This design comes from an exercise in tuning for small area and few clock cycles per item on the open sky130 flow, not from production work. In this exercise RTL edits were held to simulation tests only and were not proved equivalent to the original.

==> flow/design.v, too long to show whole: its modules and the start of the top module <==
// module stv_mul_inc: 3672 lines
// module stv_mul_dec: 2172 lines
// module stv_s1: 1431 lines
// module stv_cfg_data: 5 lines
// module stv_sine_rom: 1178 lines
// module stv_fa: 4 lines
// module stv_ha: 4 lines
// module swept_tone_voice: 177 lines
module swept_tone_voice #(
    parameter int SINE_TABLE_BITS = stv_pkg::SINE_TABLE_BITS_DEF,
    parameter int COUNT_BITS      = stv_pkg::COUNT_BITS_DEF
) (
    input  logic        i_clk,
    input  logic        i_rst_n,
    input  logic        s_axis_tvalid,
    output logic        s_axis_tready,
    input  logic [23:0] s_axis_tdata,    
    input  logic [0:0]  s_axis_tuser,    
    output logic        m_axis_tvalid,
    input  logic        m_axis_tready,
    output logic [39:0] m_axis_tdata,    
    output logic [0:0]  m_axis_tuser,    
    input  logic        i_cfg_we,
    input  logic [2:0]  i_cfg_index,
    input  logic [31:0] i_cfg_data
);
  // ...
==> flow/run.sh <==
#!/bin/bash
# synth_recipe.tcl (not shown) runs the flow's synth.tcl, then flattens the netlist and writes it again
# the make line also repeats each setting of config.mk as NAME=value (left out here)
make -C /OpenROAD-flow-scripts/flow DESIGN_CONFIG=/design/flow/config.mk WORK_HOME=/design/flow/orfs CLKGATE_MAP_FILE= SYNTH_SCRIPT=/design/flow/synth_recipe.tcl finish
==> flow/config.mk <==
export PLATFORM = sky130hd
export DESIGN_NAME = swept_tone_voice
export DESIGN_NICKNAME = swept_tone_voice
export VERILOG_FILES = /design/flow/design.v
export SDC_FILE = /design/flow/constraint.sdc
export NUM_CORES = 4
export LEC_CHECK = 0
export CAP_MARGIN = 20
export CORE_MARGIN = 2
export CORE_UTILIZATION = 40
export SLEW_MARGIN = 20
export SYNTH_HIERARCHICAL = 1
export SYNTH_MEMORY_MAX_BITS = 32768
export SYNTH_MINIMUM_KEEP_SIZE = 0
==> flow/constraint.sdc <==
create_clock -name core_clock -period 13.0 [get_ports {i_clk}]
set_input_delay 2.6000 -clock core_clock [delete_from_list [all_inputs] [get_ports {i_clk}]]
set_output_delay 2.6000 -clock core_clock [all_outputs]
set_load 0.01 [all_outputs]
==> Flow_metrics.wiki, run 1 <==
{| class="wikitable"
! Metric !! Value
|-
| Launching point of the worst reg2reg path || r_env1[11]$_DFFE_PN_
|-
| Final Net Count || roughly 10,000
|-
| Max-capacitance violation count || 0
|-
| Worst hold path class || register to register
|-
| Antenna violations before repair || 7
|-
| Flip-flop cell with the highest count after synthesis || edfxtp_1
|-
| Outcome || no timing/DRC/antenna violations
|-
| Endpoint, Worst Hold || r_act2$_DFFE_PP_
|-
| Instance count along the most critical hold path || 0
|-
| Synth cell types || ~130
|-
| Library cell contributing the largest single delay on the critical path || edfxtp_1
|-
| Largest family of logic cells by synthesized area || adder cells
|-
| Tap cells || roughly 2,700
|-
| Peak Freq || ~81 MHz
|-
| Worst-path maximum fanout || 11
|-
| Cell area after technology mapping || ~0.081 sq mm
|-
| Met3 Routed Length || 24.5 mm
|-
| Xor/xnor cell area share of the yosys netlist || 0.0241
|-
| Worst-case register-to-register setup slack || around 620 ps
|-
| Non-Clock Buffer Count || between 400 and 500
|-
| Number of diodes added for antenna fixing || 7
|-
| Data arrival, critical path || 12,750 ps
|-
| Area used by sequential logic in the layout || around 0.012 sq mm
|-
| Share of synthesized flip-flops with an asynchronous set or reset || 0
|-
| Worst hold slack across all endpoints || about 420 ps
|-
| Largest regs || r_cfg: 177 flops, r_inc: 32 flops, r_phase: 32 flops
|-
| Share of cell area taken by multi-input logic gates || 0.757
|-
| HPWL after detailed placement || about 190 mm
|-
| Final core utilization || 0.438
|-
| Die area || ~0.20 sq mm
|-
| Number of ports placed on the die boundary || 108
|-
| Depth of the worst register-to-register path || 37
|-
| Initial core utilization || 0.403
|-
| Number of flip-flops under the largest register name || approximately 180
|-
| Most repeated cell in the gate-level netlist after synthesis || nand2_1
|-
| Die X || around 450 um
|-
| Clock tree from TritonCTS || yes
|-
| Total vias in the final route || approximately 63,000
|-
| CP startpoint || r_env1[11]$_DFFE_PN_
|-
| Maximum buffer depth of the clock tree || 3
|}
Testbench counts, summed over its fixed seeds: cycles 19,442, items 18,162.
==> inputs of run 2 (changes only) <==
--- a/flow/config.mk
+++ b/flow/config.mk
@@ -9,4 +9,6 @@
 export CORE_MARGIN = 2
 export CORE_UTILIZATION = 40
+export CTS_CLUSTER_DIAMETER = 60
+export CTS_CLUSTER_SIZE = 25
 export SLEW_MARGIN = 20
 export SYNTH_HIERARCHICAL = 1
==> run 2 against run 1 <==
Compared with the run above: via count is essentially flat; sequential cell count is the same; cell area shrank 0.29%; sequential share of layout area is essentially flat; register-to-register slack is essentially flat; hold slack gained 8.1 ps; synthesized cell count is the same; critical path depth grew 3; critical path type unchanged; critical endpoint unchanged.
==> Flow_metrics.wiki, run 2 <==
{| class="wikitable"
! Metric !! Value
|-
| Outcome || no timing/DRC/antenna violations (unchanged)
|-
| Hold path start || r_act1$_DFFE_PN_ (unchanged)
|-
| Number of flops mapped to enable cells by yosys || 381 (unchanged)
|-
| Worst-path clk slew || 80 ps (was 60 ps)
|-
| Cell with the most instances on the worst path || fa_1 (unchanged)
|-
| Unrepaired setup endpoints after global routing || no (unchanged)
|-
| Cell area after technology mapping || 0.0805 sq mm (unchanged)
|-
| Number of register bits inferred by synthesis || 384 (unchanged)
|-
| Layout Cells excl Fill || 10,600 (about the same)
|-
| Commonest cells post-synth || 2,361 x nand2_1, 1,902 x fa_1, 473 x clkbuf_1 (unchanged)
|-
| Hold buffer count at cts || 0 (unchanged)
|-
| Instance count along the most critical hold path || 0 (unchanged)
|-
| Number of placement rows || 164 (unchanged)
|-
| Area growth from synthesis to final layout || 8.45% (was 8.77%)
|-
| Pin count of the biggest net entering global routing || 97 (unchanged)
|-
| Total vias in the final route || 62,500 (was 62,600)
|-
| HPWL after detailed placement || 187 mm (unchanged)
|-
| Fraction of layout instances using a drive strength above 1 || 0.0713 (was 0.0721)
|-
| Total wire length || 267 mm (about the same)
|-
| Number of ports placed on the die boundary || 108 (unchanged)
|-
| Biggest area consumer among synthesized cells || fa_1 (unchanged)
|-
| Top-area cell type share of the netlist area || 0.473 (unchanged)
|-
| Seq/Total Area, Yosys || 0.143 (unchanged)
|-
| Depth of the CTS H-tree || 2 (unchanged)
|-
| Worst-margin pin slew || 1190 ps (was 1200 ps)
|-
| TritonRoute pass-1 iters || 6 (was 8)
|-
| Number of port buffers || 95 (unchanged)
|-
| Antenna violations before repair || 6 (was 7)
|-
| Number of flip-flops under the largest register name || 177 (unchanged)
|-
| Initial core utilization || 0.403 (unchanged)
|-
| Total number of yosys warnings || 8 (unchanged)
|-
| Clock tree from TritonCTS || yes (unchanged)
|-
| Clock tree root driver cell || clkbuf_16 (unchanged)
|-
| Summed negative setup slack over all endpoints || 0 ps (unchanged)
|-
| Worst-case register-to-register setup slack || 610 ps (was 620 ps)
|-
| Data arrival, critical path || 12,750 ps (about the same)
|-
| Launching point of the worst reg2reg path || r_env1[11]$_DFFE_PN_ (unchanged)
|-
| Top register by number of flip-flops || r_cfg (unchanged)
|-
| Period utilisation layout || 0.953 (was 0.952)
|-
| Max-capacitance violation count || 0 (unchanged)
|-
| Time the worst path needs with I/O delays and setup || 12,390 ps (was 12,380 ps)
|-
| Number of DRC markers in iteration 0 || 5,773 (was 5,567)
|-
| Largest regs || r_cfg: 177 flops, r_inc: 32 flops, r_phase: 32 flops (unchanged)
|-
| Endpoint, Worst Hold || r_act2$_DFFE_PP_ (unchanged)
|-
| Drt via density || 5.89 (was 5.88)
|-
| Reg2Reg Capture Point || r_pcm2[15]$_DFFE_PP_ (unchanged)
|-
| Average footprint of a synthesized cell || 10.1 sq um (unchanged)
|-
| Die X || 453 um (unchanged)
|-
| Share of synthesized flip-flops with an asynchronous set or reset || 0 (unchanged)
|-
| Most repeated cell in the gate-level netlist after synthesis || nand2_1 (unchanged)
|-
| Final estimated routing congestion in global placement || 0.905 (unchanged)
|-
| Number of clock buffers inserted by TritonCTS || 39 (was 46)
|-
| Slowest Stage Delay on Critical Path || 770 ps (was 760 ps)
|-
| Congestion Overflow GR || 0 (unchanged)
|-
| Worst-path maximum fanout || 11 (unchanged)
|-
| CTS sink count || 384 (unchanged)
|-
| Die boundary height || 453 um (unchanged)
|-
| Most used cells in the layout excluding fill and tap cells || 2,360 x nand2_1, 1,902 x fa_1, 402 x ha_1, 381 x edfxtp_1, 310 x buf_4 (was 2,360 x nand2_1, 1,902 x fa_1, 402 x ha_1, 381 x edfxtp_1, 311 x buf_4)
|-
| Wire length of the first global-routing pass || 411 mm (was 412 mm)
|-
| Average wire length per cell after detail routing || 25.1 um (about the same)
|-
| Final Net Count || 10,300 (about the same)
|-
| Crit path kind || register to register (unchanged)
|-
| Non-Filler Cell Area, Final || 0.0874 sq mm (was 0.0876 sq mm)
|-
| Final core utilization || 0.437 (was 0.438)
|-
| Worst slew slack as a fraction of its limit || 0.208 (was 0.200)
|-
| Cell Count Post-Placement || 10,500 (unchanged)
|-
| Final setup vio count || 0 (unchanged)
|-
| Cell area after placement || 0.0855 sq mm (unchanged)
|-
| Post-Synthesis Cells || 7,950 (unchanged)
|-
| Core area || 0.200 sq mm (unchanged)
|-
| Clock insertion delay at the later pin of the skew report || 640 ps (was 680 ps)
|-
| Type of origin of the critical path || register (unchanged)
|-
| Flip-flop cell with the highest count after synthesis || edfxtp_1 (unchanged)
|-
| Slack of the critical path || 612 ps (was 618 ps)
|-
| Overall fraction of global-route tracks in use || 0.262 (about the same)
|-
| Commonest non-fill, non-tap cell in the layout || nand2_1 (unchanged)
|-
| Number of global-route vias before repair || 68,300 (about the same)
|-
| Number of hold violations in the final report || 0 (unchanged)
|-
| Worst hold path class || register to register (unchanged)
|-
| Maximum buffer depth of the clock tree || 3 (unchanged)
|-
| Die area || 0.205 sq mm (unchanged)
|-
| Worst hold slack across all endpoints || 429 ps (was 421 ps)
|-
| Count of antenna-violating nets left after detailed routing || 0 (unchanged)
|-
| Required arrival time at the worst endpoint || 13,360 ps (about the same)
|-
| Final worst clock skew || 54.0 ps (was 73.0 ps)
|-
| Depth of the worst register-to-register path || 40 (was 37)
|-
| Total count of max-transition violations in the final report || 0 (unchanged)
|-
| Peak Freq || 80.7 MHz (was 80.8 MHz)
|-
| Library cell contributing the largest single delay on the critical path || edfxtp_1 (unchanged)
|-
| Minimum setup slack after placement || 557 ps (unchanged)
|-
| Crit path capture type || register (unchanged)
|-
| Number of fill cells in the layout || 19,000 (about the same)
|-
| Number of DRC violations after detailed routing || 0 (unchanged)
|-
| Synth cell types || 127 (unchanged)
|-
| Cell types with the largest area share after synthesis || fa_1 47%, edfxtp_1 14%, nand2_1 11% (unchanged)
|}
==> run 2: cell counts after synthesis <==
Identical to the previous run, type by type.
==> run 2: kinds of logic after synthesis <==
family                   Yosys count  synth area share
other                              5          0.000233
multiplexers                      88            0.0129
flip-flops                       384             0.143
adder cells (fa/ha/maj)         2305             0.535
AO/OA/AOI/OAI                    998            0.0815
XOR/XNOR                         219            0.0241
AND/OR/NAND/NOR                 3125             0.163
buffers and inverters            826            0.0402
==> run 2: routing by layer <==
layer | vias up | wire length (um) | global-route usage
met4 | 0 | 12800 | 0.106
met2 | 3595 | 125000 | 0.427
met3 | 804 | 25600 | 0.0524
li1 | 25800 | - | -
met1 | 32300 | 103000 | 0.341
met5 | - | 0 | 0
==> run 2: cell type report <==
class / instances / area, sq um / area share
timing repair buffer: 428 / 3740 / 0.0429
clock inverter: 31 / 437 / 0.00500
antenna: 3 / 7.51 / 0.0000859
multi-input combinational: 6812 / 66400 / 0.760
inverter: 269 / 1010 / 0.0116
tap: 2656 / 3320 / 0.0380
sequential: 384 / 11500 / 0.132
clock buffer: 41 / 983 / 0.0113
==> run 2: timing repair <==
item                       CTS  global route
hold endpoints to repair     0             0
resized for setup            0             0
buffers inserted             0            30
setup endpoints to repair    0             4
==> run 2: per-module statistics from Yosys (local to each module, per instance) <==
module / times used / cells inside / cell area (sq um) / flops+latches
stv_mul_inc: 1 / 1462 / 6720 / 0
stv_fa: 1852 / 1 / 20.0 / 0
swept_tone_voice: 1 / 1767 / 20100 / 384
stv_sine_rom: 1 / 938 / 6410 / 0
stv_ha: 33 / 1 / 12.5 / 0
stv_s1: 1 / 1000 / 5440 / 0
stv_cfg_data: 1 / 63 / 398 / 0
stv_mul_dec: 1 / 835 / 3990 / 0
==> run 2: worst max-delay path: cells and delay by family, from the launching register on <==
kind	cells	cell delay (ps)
AOI/OAI and AO/OA	11	3070
DFF	1	770
xor gates and xnor gates	2	330
adders and majority gates	13	6040
and+or+nand+nor	9	1360
buffers and inverters	4	270
muxes	1	270
==> run 2: worst max path at each step <==
stage | start | to | slack, ps | depth (start not counted)
floorplan | s_axis_tuser[0] | r_inc[20]$_DFFE_PP_ | 70 | 35
global placement | r_mag1[13]$_SDFFCE_PP0N_ | r_pcm2[15]$_DFFE_PP_ | 630 | 38
detailed placement | r_mag1[13]$_SDFFCE_PP0N_ | r_pcm2[15]$_DFFE_PP_ | 560 | 38
CTS | r_mag1[15]$_SDFFCE_PP0N_ | r_pcm2[15]$_DFFE_PP_ | 490 | 37
global route | r_env1[11]$_DFFE_PN_ | r_pcm2[15]$_DFFE_PP_ | 30 | 40
finish | r_env1[11]$_DFFE_PN_ | r_pcm2[15]$_DFFE_PP_ | 610 | 40

afterwards: timing with drivers on the ports:
No port has a modelled driver above. Below, the same layouts with a new extraction and two added sets of constraints. Step 1 (the two cells are an assumption about what drives the block):
set clk [get_ports {i_clk}]
set_driving_cell -lib_cell sky130_fd_sc_hd__clkbuf_16 $clk
set_driving_cell -lib_cell sky130_fd_sc_hd__buf_2 [delete_from_list [all_inputs] $clk]
Step 2 times the ports against the registers' clock, not the clock port: input delays grow and output delays shrink by t, the midpoint of the rising clock arrivals with the driver on. a / b / c = ideal ports / drivers / drivers and shift; a / b = the first two.
run | t, ns | slack for setup (ns) | clock arrival spread, ns | worst data-port slew with drivers (ns) | cell pins on the clock port's net
run 1 | 0.706 | 0.618 / 0.618 / 0.307 | 0.081 / 0.081 | 0.18 | 1
run 2 | 0.678 | 0.612 / 0.612 / 0.352 | 0.054 / 0.054 | 0.18 | 1
After both steps every run listed still meets setup and hold. The setup slack of run 1, which loses most, moves by 0.000 ns with the drivers and by -0.311 ns with both steps.
